This design comes from an exercise in tuning for small area on the open sky130 flow, not from production work. Function was checked by simulation only, so behaviour that the tests miss may differ from the original. Power and IR drop assume default switching activity.

`flow/config.mk`:
```
export PLATFORM = sky130hd
export DESIGN_NAME = data_mem_responder
export DESIGN_NICKNAME = data_mem_responder
export VERILOG_FILES = /design/flow/design.v
export SDC_FILE = /design/flow/constraint.sdc
export NUM_CORES = 4
export LEC_CHECK = 0
export CAP_MARGIN = 20
export CORE_MARGIN = 2
export CORE_UTILIZATION = 30
export SLEW_MARGIN = 20
```
`flow/constraint.sdc`:
```
create_clock -name core_clock -period 7.0 [get_ports {clk}]
set_input_delay 1.4000 -clock core_clock [delete_from_list [all_inputs] [get_ports {clk}]]
set_output_delay 1.4000 -clock core_clock [all_outputs]
set_load 0.01 [all_outputs]
```
`flow/design.v`:
```
module data_mem_responder #(
  parameter int DEPTH       = 64,
  parameter int WAIT_CYCLES = 2
) (
  input  logic        clk,
  input  logic        reset,
  input  logic        mem_read,
  input  logic        mem_write,
  input  logic [31:0] addr,
  input  logic [31:0] wdata,
  output logic [31:0] rdata,
  output logic        ready,
  output logic        busy,
  output logic        err
);
  localparam int NPT = DEPTH / 4;   
  logic [DEPTH-1:0][31:0] ring;
  logic [5:0]  phase;
  logic        swept;
  logic [1:0]  cnt;
  logic [5:0]  capIdx;
  logic [31:0] capWdata;
  logic        capRead;
  logic        capWrite;
  logic        capFault;
  logic        fault;
  logic [5:0]  useIdx;
  logic [31:0] useWdata;
  logic        useRead;
  logic        useWrite;
  logic [5:0]  pos;
  logic        sweep;
  logic [NPT-1:0] wsel;
  logic [NPT-1:0] rsel;
  logic [NPT-1:0] ptSel;
  assign fault    = (addr[1:0] != 2'b00) || (addr[31:8] != 24'd0) || (mem_read && mem_write);
  assign busy     = (cnt != 2'd0);
  assign err      = ready && capFault;
  assign useIdx   = busy ? capIdx   : addr[7:2];
  assign useWdata = busy ? capWdata : wdata;
  assign useRead  = busy ? capRead  : (mem_read && !fault);
  assign useWrite = busy ? capWrite : (mem_write && !fault);
  assign pos      = useIdx + phase;
  assign sweep    = !swept;
  always_comb begin
    for (int k = 0; k < NPT; k++) begin
      ptSel[k] = (pos[1:0] == 2'b11) && (pos[5:2] == 4'(k));
      wsel[k]  = useWrite && ptSel[k];
      rsel[k]  = useRead && ptSel[k];
    end
  end
  always_ff @(posedge clk or negedge reset) begin
    if (!reset) begin
      phase <= 6'd0;
      swept <= 1'b0;
      cnt   <= 2'd0;
      ready <= 1'b0;
    end else begin
      phase <= phase + 6'd1;
      if (phase[1:0] == 2'b11) swept <= 1'b1;
      ready <= (cnt == 2'd3);
      if (busy) cnt <= cnt + 2'd1;
      else if (mem_read || mem_write) cnt <= 2'd1;
    end
  end
  always_ff @(posedge clk) begin
    if (!busy) begin
      capIdx   <= addr[7:2];
      capWdata <= wdata;
      capRead  <= mem_read && !fault;
      capWrite <= mem_write && !fault;
      capFault <= fault;
    end
  end
  always_ff @(posedge clk) begin
    if (|rsel) begin
      for (int k = 0; k < NPT; k++)
        if (rsel[k]) rdata <= sweep ? 32'd0 : ring[4*k+3];
    end
  end
  always_ff @(posedge clk) begin
    for (int i = 0; i < DEPTH; i++) begin
      if (i % 4 == 0) begin
        if (wsel[(i/4+NPT-1)%NPT])  ring[i] <= useWdata;
        else if (sweep)             ring[i] <= 32'd0;
        else                        ring[i] <= ring[(i+DEPTH-1)%DEPTH];
      end else begin
        ring[i] <= ring[i-1];
      end
    end
  end
endmodule
```
`flow/run.sh`:
```
#!/bin/bash
# synth_recipe.tcl (not shown) runs the flow's synth.tcl, then flattens the netlist and writes it again
# the make line also repeats each setting of config.mk as NAME=value (left out here)
make -C /OpenROAD-flow-scripts/flow DESIGN_CONFIG=/design/flow/config.mk WORK_HOME=/design/flow/orfs CLKGATE_MAP_FILE= SYNTH_SCRIPT=/design/flow/synth_recipe.tcl finish
```
==> key figures <==
Run status
  – Run status: complete, no violations

STA
  – Final Hold Violating Endpoints: 0
  – Period minus WS final: 5.254 ns
  – Max-slew violations: 0
  – Actual transition at the worst max-transition pin: 1.220 ns
  – Hold Worst Slack: 0.2950 ns
  – Post-Route Setup TNS: 0 ns
  – Setup violations, final: 0
  – Fraction of the cycle the final worst path needs: 0.7505
  – Unrepaired setup endpoints after global routing: false
  – Max frequency: 0.1903 GHz
  – Max transition margin: 0.1846
  – Worst clock skew: 0.03755 ns
  – Post-route worst setup slack: 1.746 ns

GRT
  – Overflow after GRT: 0
  – Maximum number of pins on one net before global-route repair: 135
  – All-Layer GR Usage: 0.1505
  – Via count of the first global-routing pass: 32,820
  – Initial antenna violation count: 1
  – Global-route wire length before repair: 211,300 um

Clocking
  – TritonCTS clock tree: done
  – CTS buffer count: 188
  – Clock latency of the later-clocked register in the worst-skew pair: 0.82 ns
  – Post-CTS resize count: 0
  – Post-CTS repair timing setup buffer count: 0
  – Count of hold-fix buffers inserted at cts: 0
  – Clock-pin slew reported for the worst setup and hold paths after clock tree synthesis: 0.07 ns
  – CTS Root Buffer Type: clkbuf_16
  – Clock net sink count: 2,131
  – H-tree levels: 4
  – Buffer depth of the longest clock path: 3

Layout
  – Most common cell after layout, fill and taps aside: dfxtp_1
  – Number of fillers in the final layout: 17,500
  – Layout cells sized above 1: 0.1016
  – Most used cells in the layout excluding fill and tap cells: dfxtp_1, nand3_1, o21ai_0, nand2_1, clkbuf_16
  – Net total in the final layout: 4,616
  – Relative area change from synthesis to final layout: 19.72%

Logic synthesis
  – Post-synthesis cell type count: 74
  – Number of enable-type register cells in the synthesized netlist: 33
  – Synth Register Bits: 2,131
  – Fraction of synthesis flops using an asynchronous set or reset pin: 0.004693
  – Most common flop cell mapped by yosys: dfxtp_1
  – Seq/Total Area, Yosys: 0.7805
  – Instance count of the mapped netlist: 4,422
  – Syn Area/Cell: 12.47 um^2
  – Number of nets produced by synthesis: 4,500
  – Synth Warn #: 1
  – Netlist area before placement: 0.05515 mm^2

Drt
  – Per-cell via count in the routed design: 4.613
  – Total vias in the final route: 33,040
  – First DRT Iteration DRCs: 3,024
  – Pre-Repair DR Iteration Count: 6
  – Count of unresolved DRC violations after routing: 0
  – Post-DR wirelength/cell: 19.97 um
  – Antenna Violating Nets Remaining: 0
  – DRT Wirelength: 143,100 um

Die
  – Effective utilization at floorplan: 0.3015
  – Area inside the core boundary: 0.1829 mm^2
  – Cell Rows: 157
  – Vertical die dimension: 432.7 um
  – Die footprint: 0.1873 mm^2
  – I/O Pins: 103
  – X dimension of the die: 432.7 um

Placement
  – Worst slack at placement: 0.9954 ns
  – DP HPWL: 84,960 um
  – Number of input and output port buffers inserted: 102
  – Routability-driven placement congestion ratio: 0.8184

Setup path
  – Reg-to-reg setup timing slack: 1.95 ns
  – Worst Path Arrival: 5.92 ns
  – Worst-path maximum fanout: 9
  – Cell with the biggest individual delay on the critical path: nor3_2
  – Worst Path Class, Setup: in2reg
  – Number of buffer and inverter instances along the worst setup path: 3
  – Largest stage delay on the critical path: 0.76 ns
  – Element type at the critical path end: flop
  – Kind of cell adding the most delay to the critical path: simple AND/OR/NAND/NOR gates
  – Kind of start point of the critical path: input port
  – Crit path required time: 7.66 ns
  – Critical-path cell list: clkdlybuf4s50_1, mux2_2, ha_1, inv_1, fa_1, xor2_1, nand2_1, o21bai_1, nand2_1, nor3_2, buf_4, nand3_1, a21oi_1, a21oi_1, o21ai_1

Power
  – Power density over the cells: 379.3 mW/mm^2
  – Maximum resistive drop on vdd: 0.2461 mV
  – Leakage power total: 24.95 nW

Job
  – Number of maximum-capacitance constraint violations: 0

Hold path
  – Class of the worst hold path: reg2reg
logic make-up after synthesis:
family | Yosys count | synth area share
DFF | 2131 | 0.7805
xor gates and xnor gates | 11 | 0.001747
and+or+nand+nor | 970 | 0.08363
adders and majority gates | 10 | 0.002405
buffers and inverters | 318 | 0.02298
AOI/OAI and AO/OA | 924 | 0.09784
muxes | 58 | 0.01089
layout make-up:
cell class,instances,area [um^2],share of cell area
antenna,2,5.005,0.00007581
clock buffer,278,5604,0.08489
clock inverter,71,1111,0.01683
inverter,45,170.2,0.002577
multi-input combinational,1973,11070,0.1677
sequential,2131,43050,0.6520
tap,2464,3083,0.04670
timing repair buffer,199,1932,0.02926
metal layers:
metal	track usage	vias to the layer above	wire length (um)
li1	-	15480	-
met1	0.1908	16140	61740
met2	0.2504	1105	67780
met3	0.02699	320	8037
met4	0.06512	2	5507
met5	0	-	13
Yosys cell counts, drive strengths merged (3+ instances only):
master   instances  area share
nor3            30      0.0033
a22oi           44      0.0060
or3             27      0.0031
mux2            16      0.0033
a211oi          23      0.0031
and2             3     0.00034
a221oi           3     0.00048
buf             79      0.0067
a2111o           5      0.0010
a31oi            8     0.00091
o31ai           21      0.0031
a222oi          42      0.0076
inv             44      0.0030
mux2i           42      0.0076
a41oi            3     0.00048
dfxtp         2088        0.76
nor4            11      0.0012
o22a             3     0.00048
and3             3     0.00034
nand2          291       0.020
o22ai           50      0.0057
o221ai           5     0.00079
a21o             3     0.00041
nand3          563       0.051
clkbuf         194       0.013
a22o             7      0.0011
a21oi          134       0.012
dfrtp           10      0.0045
o211ai           4     0.00054
ha               9      0.0020
nor2            33      0.0029
a211o            3     0.00048
a31o             5     0.00079
xnor2            9      0.0014
o2111ai          3     0.00048
edfxtp          33       0.018
o21ai          546       0.050
sequential cells by signal (all words and copies together) (netlist names):
signal and cells:
capFault 1, capWrite 1, capRead 1, ring 2048, phase 6, rdata 32, capIdx 6, ready 1
capWdata 32, swept 1, cnt 2
report_power, final:
part,internal (mW),leakage [nW],total (mW),switching [mW]
logic,0.483,4.39,1.82,1.34
registers,12.3,17.3,12.3,0.0356
clock network,6.38,3.30,10.9,4.53
worst paths after layout:
path / startpoint / end / cells after the start
min reg2reg: ring[799]$_DFF_P_ / ring[831]$_DFF_P_ / 0
min in group asynchronous: reset / cnt[0]$_DFFE_PN0P_ / 1
max reg2reg: cnt[0]$_DFFE_PN0P_ / rdata[27]$_DFFE_PP_ / 17
min: ring[799]$_DFF_P_ / ring[831]$_DFF_P_ / 0
max in group asynchronous: reset / swept$_DFFE_PN0P_ / 1
max: addr[2] / rdata[23]$_DFFE_PP_ / 15
worst register-to-register path, stage by stage, from the launching register on:
cell and delay, ns:
dfrtp_1 0.42, inv_1 0.11, ha_4 0.22, mux2_2 0.38, ha_1 0.22, inv_1 0.09, fa_1 0.43, nand2b_1 0.26
nor2_1 0.23, mux2_2 0.37, nand3_1 0.37, nor2_4 0.25, buf_4 0.36, buf_4 0.46, nand2_1 0.16, a21oi_1 0.17
o22ai_1 0.11, o31ai_1 0.25
through the flow:
step / power, mW / utilization / area, um^2 / std cells
final: 25.04 / 0.3610 / 66020 / 7163
after detailed placement: 14.43 / 0.3241 / 59270 / 6811
after global routing: 25.88 / 0.3610 / 66010 / 7161
after floorplan: 13.52 / - / 55150 / 4422
after global placement: 14.39 / 0.3240 / 59260 / 6811
after CTS: 25.25 / 0.3608 / 65990 / 7160

==> what the ideal ports hide <==
The results above use ideal ports. As a check the final layout listed here was re-extracted and re-timed, cells and wires unchanged.
Step 1 (the two cells are an assumption about what drives the block):
set clk [get_ports {clk}]
set_driving_cell -lib_cell sky130_fd_sc_hd__clkbuf_16 $clk
set_driving_cell -lib_cell sky130_fd_sc_hd__buf_2 [delete_from_list [all_inputs] $clk]
Step 2 moves the port delays by t, midway between the first and last clock arrival at a register: inputs arrive t later, outputs are due t later. That takes back most of the time a late clock gives input paths.
Slacks: ideal / step 1 / step 2; pairs: ideal / step 1.
t, ns: 0.885
setup slack, ns: 1.746 / 1.798 / 0.913
clock arrival spread, ns: 0.048 / 0.048
worst register clock-pin slew, ns: 0.07 / 0.07
pins driven straight from the clock port: 1
After both steps this run still meets setup and hold. The setup slack of this run moves by +0.052 ns with the drivers and by -0.833 ns with both steps.
